Context: an optimization exercise on an open-source flow, tuned for small area, a short achievable clock period and few clock cycles per item. The choices shown serve that exercise and are no tape-out recipe.
RTL that was checked went through simulation tests only; none was proved equivalent to the original.
Power figures rest on the tool's default switching activity, not on a simulated workload.

==> inputs of run P <==
==> flow/design.v (excerpt) <==
module bitmap_block_allocator_top #(
  parameter int TOTAL_BLOCKS = 1024
) (
  input  logic                clk_i,
  input  logic                rst_ni,
  input  logic                cfg_we_i,
  input  logic [bba_pkg::BlockIdW-1:0] cfg_wdata_i,
  input  logic                in_valid_i,
  output logic                in_ready_o,
  input  logic [bba_pkg::BlockIdW:0]   in_data_i,
  output logic                out_valid_o,
  input  logic                out_ready_i,
  output logic [bba_pkg::GrantW+1:0]   out_data_o
);
clock: 8.5 ns
lec_check: 0
cap_margin: 20
core_margin: 2
core_utilization: 40
cts_buf_list: sky130_fd_sc_hd__clkbuf_4 sky130_fd_sc_hd__clkbuf_8
cts_cluster_diameter: 50
cts_cluster_size: 14
place_density: 0.6
setup_slack_margin: 5.0
slew_margin: 20
run.sh (not shown) runs the stock make flow with config.mk's settings and CLKGATE_MAP_FILE= SYNTH_SCRIPT=/design/flow/synth_recipe.tcl, a recipe that flattens the netlist after the stock synthesis.
==> inputs of run Z, as changes to run P <==
==> flow/design.v (replaced) <==
package bba_pkg;
  localparam int BlockIdW = 11;
  localparam int GrantW   = 10;
  localparam int WordW    = 32;
  localparam int BitIdxW  = 5;
  localparam logic FUNC_ALLOC = 1'b0;
  localparam logic FUNC_FREE  = 1'b1;
  localparam logic [1:0] ST_OK      = 2'd0;
  localparam logic [1:0] ST_NO_FREE = 2'd1;
  localparam logic [1:0] ST_RANGE   = 2'd2;
  typedef enum logic [1:0] {
    CMD_ALLOC  = 2'd0,
    CMD_FREE   = 2'd1,
    CMD_REJECT = 2'd2
  } cmd_kind_e;
  typedef struct packed {
    logic                func;
    logic [BlockIdW-1:0] block_id;
  } in_t;
  typedef struct packed {
    logic [GrantW-1:0] granted_block;
    logic [1:0]        status;
  } out_t;
  typedef struct packed {
    cmd_kind_e           kind;
    logic [31:0]         word_oh;
    logic [BitIdxW-1:0]  bit_idx;
  } cmd_t;
endpackage
module bba_front #(
  parameter int TOTAL_BLOCKS = 1024
) (
  input  logic [bba_pkg::BlockIdW-1:0] data_start_i,
  input  bba_pkg::in_t                 in_data_i,
  output bba_pkg::cmd_t                cmd_o
);
  localparam int BlockIdW = bba_pkg::BlockIdW;
  localparam int LimW = $clog2(TOTAL_BLOCKS + 1);
  localparam int CmpW = (LimW > BlockIdW) ? LimW : BlockIdW;
  logic                in_range;
  logic [BlockIdW-1:0] offset;
  assign in_range = (in_data_i.block_id >= data_start_i) &&
                    (CmpW'(in_data_i.block_id) < CmpW'(TOTAL_BLOCKS));
  assign offset   = in_data_i.block_id - data_start_i;
  always_comb begin
    for (int i = 0; i < 32; i++) begin
      cmd_o.word_oh[i] = (offset[9:5] == 5'(i));
    end
    cmd_o.bit_idx = offset[4:0];
    if (in_data_i.func == bba_pkg::FUNC_ALLOC) begin
      cmd_o.kind = bba_pkg::CMD_ALLOC;
    end else if (in_range) begin
      cmd_o.kind = bba_pkg::CMD_FREE;
    end else begin
      cmd_o.kind = bba_pkg::CMD_REJECT;
    end
  end
endmodule
module bba_cmd_fifo (
  input  logic clk_i,
  input  logic rst_ni,
  input  logic hold_i,         
  input  logic room_i,         
  input  logic push_valid_i,
  output logic push_ready_o,
  input  bba_pkg::cmd_t push_data_i,
  output logic pop_valid_o,
  output bba_pkg::cmd_t pop_data_o
);
  bba_pkg::cmd_t                ent_q;
  logic                         vld_q;
  logic                         push;
  assign push_ready_o = !hold_i && (!vld_q || room_i);
  assign push         = push_valid_i && push_ready_o;
  assign pop_valid_o  = vld_q;
  assign pop_data_o   = ent_q;
  always_ff @(posedge clk_i or negedge rst_ni) begin
    if (!rst_ni) begin
      vld_q <= 1'b0;
    end else if (push) begin
      vld_q <= 1'b1;
    end else if (room_i) begin
      vld_q <= 1'b0;
    end
  end
  always_ff @(posedge clk_i) begin
    if (push) begin
      ent_q <= push_data_i;
    end
  end
endmodule
module bba_back (
  input  logic                         clk_i,
  input  logic                         rst_ni,
  input  logic [bba_pkg::BlockIdW-1:0] data_start_i,
  input  logic                         cmd_valid_i,
  input  bba_pkg::cmd_t                cmd_i,
  output logic                         room_o,
  output logic                         clr_busy_o,
  output logic                         out_valid_o,
  input  logic                         out_ready_i,
  output logic [bba_pkg::GrantW+1:0]   out_data_o
);
  localparam int GrantW  = bba_pkg::GrantW;
  localparam int WordW   = bba_pkg::WordW;
  localparam int BitIdxW = bba_pkg::BitIdxW;
  localparam int NWords  = 32;
  localparam int WW      = 5;
  localparam int RespW   = GrantW + 2;
  function automatic logic [NWords-1:0] lowest_one(input logic [NWords-1:0] v);
    logic [NWords-1:0] below;
    below = '0;
    for (int i = 1; i < NWords; i++) begin
      below[i] = below[i-1] | v[i-1];
    end
    lowest_one = v & ~below;
  endfunction
  function automatic logic [WW-1:0] enc32(input logic [31:0] oh);
    logic [WW-1:0] r;
    r = '0;
    for (int i = 0; i < 32; i++) begin
      if (oh[i]) r = r | WW'(i);
    end
    enc32 = r;
  endfunction
  logic [NWords*WordW-1:0] mem_q;
  logic [NWords-1:0]       full_q, full_d;
  logic [NWords-1:0]       first_q, first_d;
  logic                    clr_q;
  logic [NWords-1:0]  wvalid, lastw;
  logic [WordW-1:0]   bmask;
  logic [WW-1:0]      lw_idx;
  logic [BitIdxW-1:0] lb_idx;
  assign lw_idx = ~data_start_i[9:5];
  assign lb_idx = ~data_start_i[4:0];
  always_comb begin
    for (int i = 0; i < NWords; i++) begin
      wvalid[i] = !data_start_i[10] && (WW'(i) <= lw_idx);
      lastw[i]  = !data_start_i[10] && (WW'(i) == lw_idx);
    end
    for (int i = 0; i < WordW; i++) begin
      bmask[i] = (BitIdxW'(i) <= lb_idx);
    end
  end
  logic                 go, is_alloc, is_free;
  logic [NWords-1:0]    sel, we;
  logic [WordW-1:0]     fb_oh;
  logic [WordW-1:0]     rdata, rmask, zero_oh, wdata, wdata_op;
  logic                 any_first, is_last, hit, word_full;
  logic [NWords-1:0]    avail, pe_keep, pe_next;
  assign is_alloc = (cmd_i.kind == bba_pkg::CMD_ALLOC);
  assign is_free  = (cmd_i.kind == bba_pkg::CMD_FREE);
  always_comb begin
    for (int i = 0; i < WordW; i++) begin
      fb_oh[i] = (cmd_i.bit_idx == BitIdxW'(i));
    end
  end
  assign sel = is_alloc ? first_q : cmd_i.word_oh;
  always_comb begin
    rdata = '0;
    for (int i = 0; i < NWords; i++) begin
      rdata = rdata | (mem_q[i*WordW +: WordW] & {WordW{sel[i]}});
    end
  end
  assign any_first = |first_q;
  assign is_last   = |(first_q & lastw);
  assign rmask     = rdata | (is_last ? ~bmask : '0);
  assign zero_oh   = lowest_one(~rmask);
  assign hit       = any_first && !(&rmask);
  assign wdata_op  = is_alloc ? (rdata | zero_oh) : (rdata & ~fb_oh);
  assign word_full = &(rdata | zero_oh);
  always_comb begin
    for (int i = 0; i < NWords; i++) begin
      we[i] = clr_q ||
              (go && is_alloc && hit && first_q[i]) ||
              (go && is_free && cmd_i.word_oh[i]);
    end
  end
  assign wdata = wdata_op & {WordW{!clr_q}};
  always_comb begin
    for (int i = 0; i < NWords; i++) begin
      full_d[i] = we[i] ? (!clr_q && is_alloc && word_full) : full_q[i];
    end
  end
  assign avail   = ~full_q & wvalid;
  assign pe_keep = lowest_one(avail | ((go && is_free) ? cmd_i.word_oh : '0));
  assign pe_next = lowest_one(avail & ~first_q);
  assign first_d = (go && is_alloc && hit && word_full) ? pe_next : pe_keep;
  always_ff @(posedge clk_i) begin
    for (int i = 0; i < NWords; i++) begin
      if (we[i]) mem_q[i*WordW +: WordW] <= wdata;
    end
    full_q  <= full_d;
    first_q <= first_d;
  end
  always_ff @(posedge clk_i or negedge rst_ni) begin
    if (!rst_ni) begin
      clr_q <= 1'b1;
    end else begin
      clr_q <= 1'b0;
    end
  end
  assign clr_busy_o = clr_q;
  logic             res_v_q;
  logic             res_g_q;
  logic [1:0]       res_st_q;
  logic [WW-1:0]    res_w_q;
  logic [BitIdxW-1:0] res_b_q;
  logic [RespW-1:0] resp;
  logic [GrantW-1:0] grant;
  logic [1:0]       cnt_q, cnt_d;
  logic [RespW-1:0] head_q, tail_q;
  logic             push, pop;
  assign push   = res_v_q && (cnt_q != 2'd2);
  assign pop    = (cnt_q != 2'd0) && out_ready_i;
  assign room_o = !clr_q && (!res_v_q || (cnt_q != 2'd2));
  assign go     = cmd_valid_i && room_o;
  always_ff @(posedge clk_i or negedge rst_ni) begin
    if (!rst_ni) begin
      res_v_q <= 1'b0;
    end else if (go) begin
      res_v_q <= 1'b1;
    end else if (push) begin
      res_v_q <= 1'b0;
    end
  end
  always_ff @(posedge clk_i) begin
    if (go) begin
      res_w_q <= enc32(first_q);
      res_b_q <= enc32(zero_oh);
      res_g_q <= is_alloc && hit;
      if (is_alloc) begin
        res_st_q <= hit ? bba_pkg::ST_OK : bba_pkg::ST_NO_FREE;
      end else if (is_free) begin
        res_st_q <= bba_pkg::ST_OK;
      end else begin
        res_st_q <= bba_pkg::ST_RANGE;
      end
    end
  end
  assign grant = res_g_q ?
                 GrantW'(data_start_i[9:0] + {res_w_q, res_b_q}) : '0;
  assign resp  = {grant, res_st_q};
  always_comb begin
    cnt_d = cnt_q;
    if (push && !pop) cnt_d = cnt_q + 2'd1;
    else if (pop && !push) cnt_d = cnt_q - 2'd1;
  end
  always_ff @(posedge clk_i or negedge rst_ni) begin
    if (!rst_ni) begin
      cnt_q <= 2'd0;
    end else begin
      cnt_q <= cnt_d;
    end
  end
  always_ff @(posedge clk_i) begin
    if (pop) begin
      head_q <= (cnt_q == 2'd2) ? tail_q : resp;
    end else if (push && cnt_q == 2'd0) begin
      head_q <= resp;
    end
    if (push && (cnt_q - 2'(pop)) == 2'd1) begin
      tail_q <= resp;
    end
  end
  assign out_valid_o = (cnt_q != 2'd0);
  assign out_data_o  = head_q;
endmodule
module bitmap_block_allocator_top #(
  parameter int TOTAL_BLOCKS = 1024
) (
  input  logic                clk_i,
  input  logic                rst_ni,
  input  logic                cfg_we_i,
  input  logic [bba_pkg::BlockIdW-1:0] cfg_wdata_i,
  input  logic                in_valid_i,
  output logic                in_ready_o,
  input  logic [bba_pkg::BlockIdW:0]   in_data_i,
  output logic                out_valid_o,
  input  logic                out_ready_i,
  output logic [bba_pkg::GrantW+1:0]   out_data_o
);
  localparam int BlockIdW = bba_pkg::BlockIdW;
  logic [BlockIdW-1:0] data_start_q;
  bba_pkg::cmd_t       front_cmd;
  bba_pkg::cmd_t       q_cmd;
  logic                q_valid, room, clr_busy;
  always_ff @(posedge clk_i or negedge rst_ni) begin
    if (!rst_ni) begin
      data_start_q <= '0;
    end else if (cfg_we_i) begin
      data_start_q <= cfg_wdata_i;
    end
  end
  bba_front #(
    .TOTAL_BLOCKS(TOTAL_BLOCKS)
  ) u_front (
    .data_start_i(data_start_q),
    .in_data_i   (in_data_i),
    .cmd_o       (front_cmd)
  );
  bba_cmd_fifo u_fifo (
    .clk_i       (clk_i),
    .rst_ni      (rst_ni),
    .hold_i      (clr_busy),
    .room_i      (room),
    .push_valid_i(in_valid_i),
    .push_ready_o(in_ready_o),
    .push_data_i (front_cmd),
    .pop_valid_o (q_valid),
    .pop_data_o  (q_cmd)
  );
  bba_back u_back (
    .clk_i       (clk_i),
    .rst_ni      (rst_ni),
    .data_start_i(data_start_q),
    .cmd_valid_i (q_valid),
    .cmd_i       (q_cmd),
    .room_o      (room),
    .clr_busy_o  (clr_busy),
    .out_valid_o (out_valid_o),
    .out_ready_i (out_ready_i),
    .out_data_o  (out_data_o)
  );
endmodule
Settings changed: CTS_BUF_LIST sky130_fd_sc_hd__clkbuf_4 sky130_fd_sc_hd__clkbuf_8 to unset, CTS_CLUSTER_DIAMETER 50 to unset, CTS_CLUSTER_SIZE 14 to unset, SETUP_SLACK_MARGIN 5.0 to unset.
==> inputs of run X, as changes to run P <==
Settings changed: CORE_UTILIZATION 40 to 45, PLACE_DENSITY 0.6 to 0.65.
==> comparison table <==
| quantity | run Z | run P | run X |
|---|---|---|---|
| Global-route track usage on met2 | 0.474 | 0.478 | 0.525 |
| Switching share of total power | 0.267 | 0.281 | 0.279 |
| Final core occ | 0.466 | 0.499 | 0.550 |
| Routability cong. | 0.980 | 0.999 | 1.04 |
| Sequential cell area share | 0.607 | 0.589 | 0.606 |
| Critical path buffers and inverters | 3 | 5 | 8 |
| Slew of the pin with the lowest slew margin | 1.24 ns | 1.16 ns | 1.05 ns |
| Time the worst path needs with I/O delays and setup | 7.32 ns | 3.78 ns | 3.91 ns |
| Number of multi-input combinational cells in the layout | 2124 | 1767 | 1765 |
| Data arrival time of the critical path | 7.70 ns | 4.29 ns | 4.64 ns |
| Routed met3 length | 30000 um | 30500 um | 29400 um |
| Routed WL per cell | 37.9 um | 38.9 um | 39.3 um |
| Drt pass-1 iters | 8 | 8 | 9 |
| Status | finished clean | finished clean | finished clean |
| Wire length of the first global-routing pass | 283000 um | 268000 um | 261000 um |
Testbench counts of run Z, summed over its fixed seeds: cycles 11,232, items 11,200.
The RTL of run P and run X was laid out without a check of its function.

## separate check: timing with driven ports
How much do the figures lean on ideal ports? The routed layouts below were timed once more, with nothing changed but the port constraints. Step 1, drivers: a clkbuf_16 drives clk_i and a buf_2 each remaining input, both assumed. Step 2 times the ports against the registers' clock, not the clock port: input delays grow and output delays shrink by t, the midpoint of the rising clock arrivals with the driver on. Slacks: ideal / step 1 / step 2; pairs: ideal / step 1.
run | t (ns) | setup WS [ns] | worst hold slack (ns)
run P | 0.897 | 4.721 / 4.721 / 4.288 | 0.430 / 0.430 / 0.430
run Z | 0.821 | 1.177 / 1.177 / 1.177 | 0.491 / 0.491 / 0.491
run X | 0.870 | 4.591 / 4.591 / 4.312 | 0.428 / 0.428 / 0.428
After both steps setup and hold are still met in every run listed. For run P, which loses most, drivers alone change the setup slack by 0.000 ns; drivers and shift together by -0.433 ns.
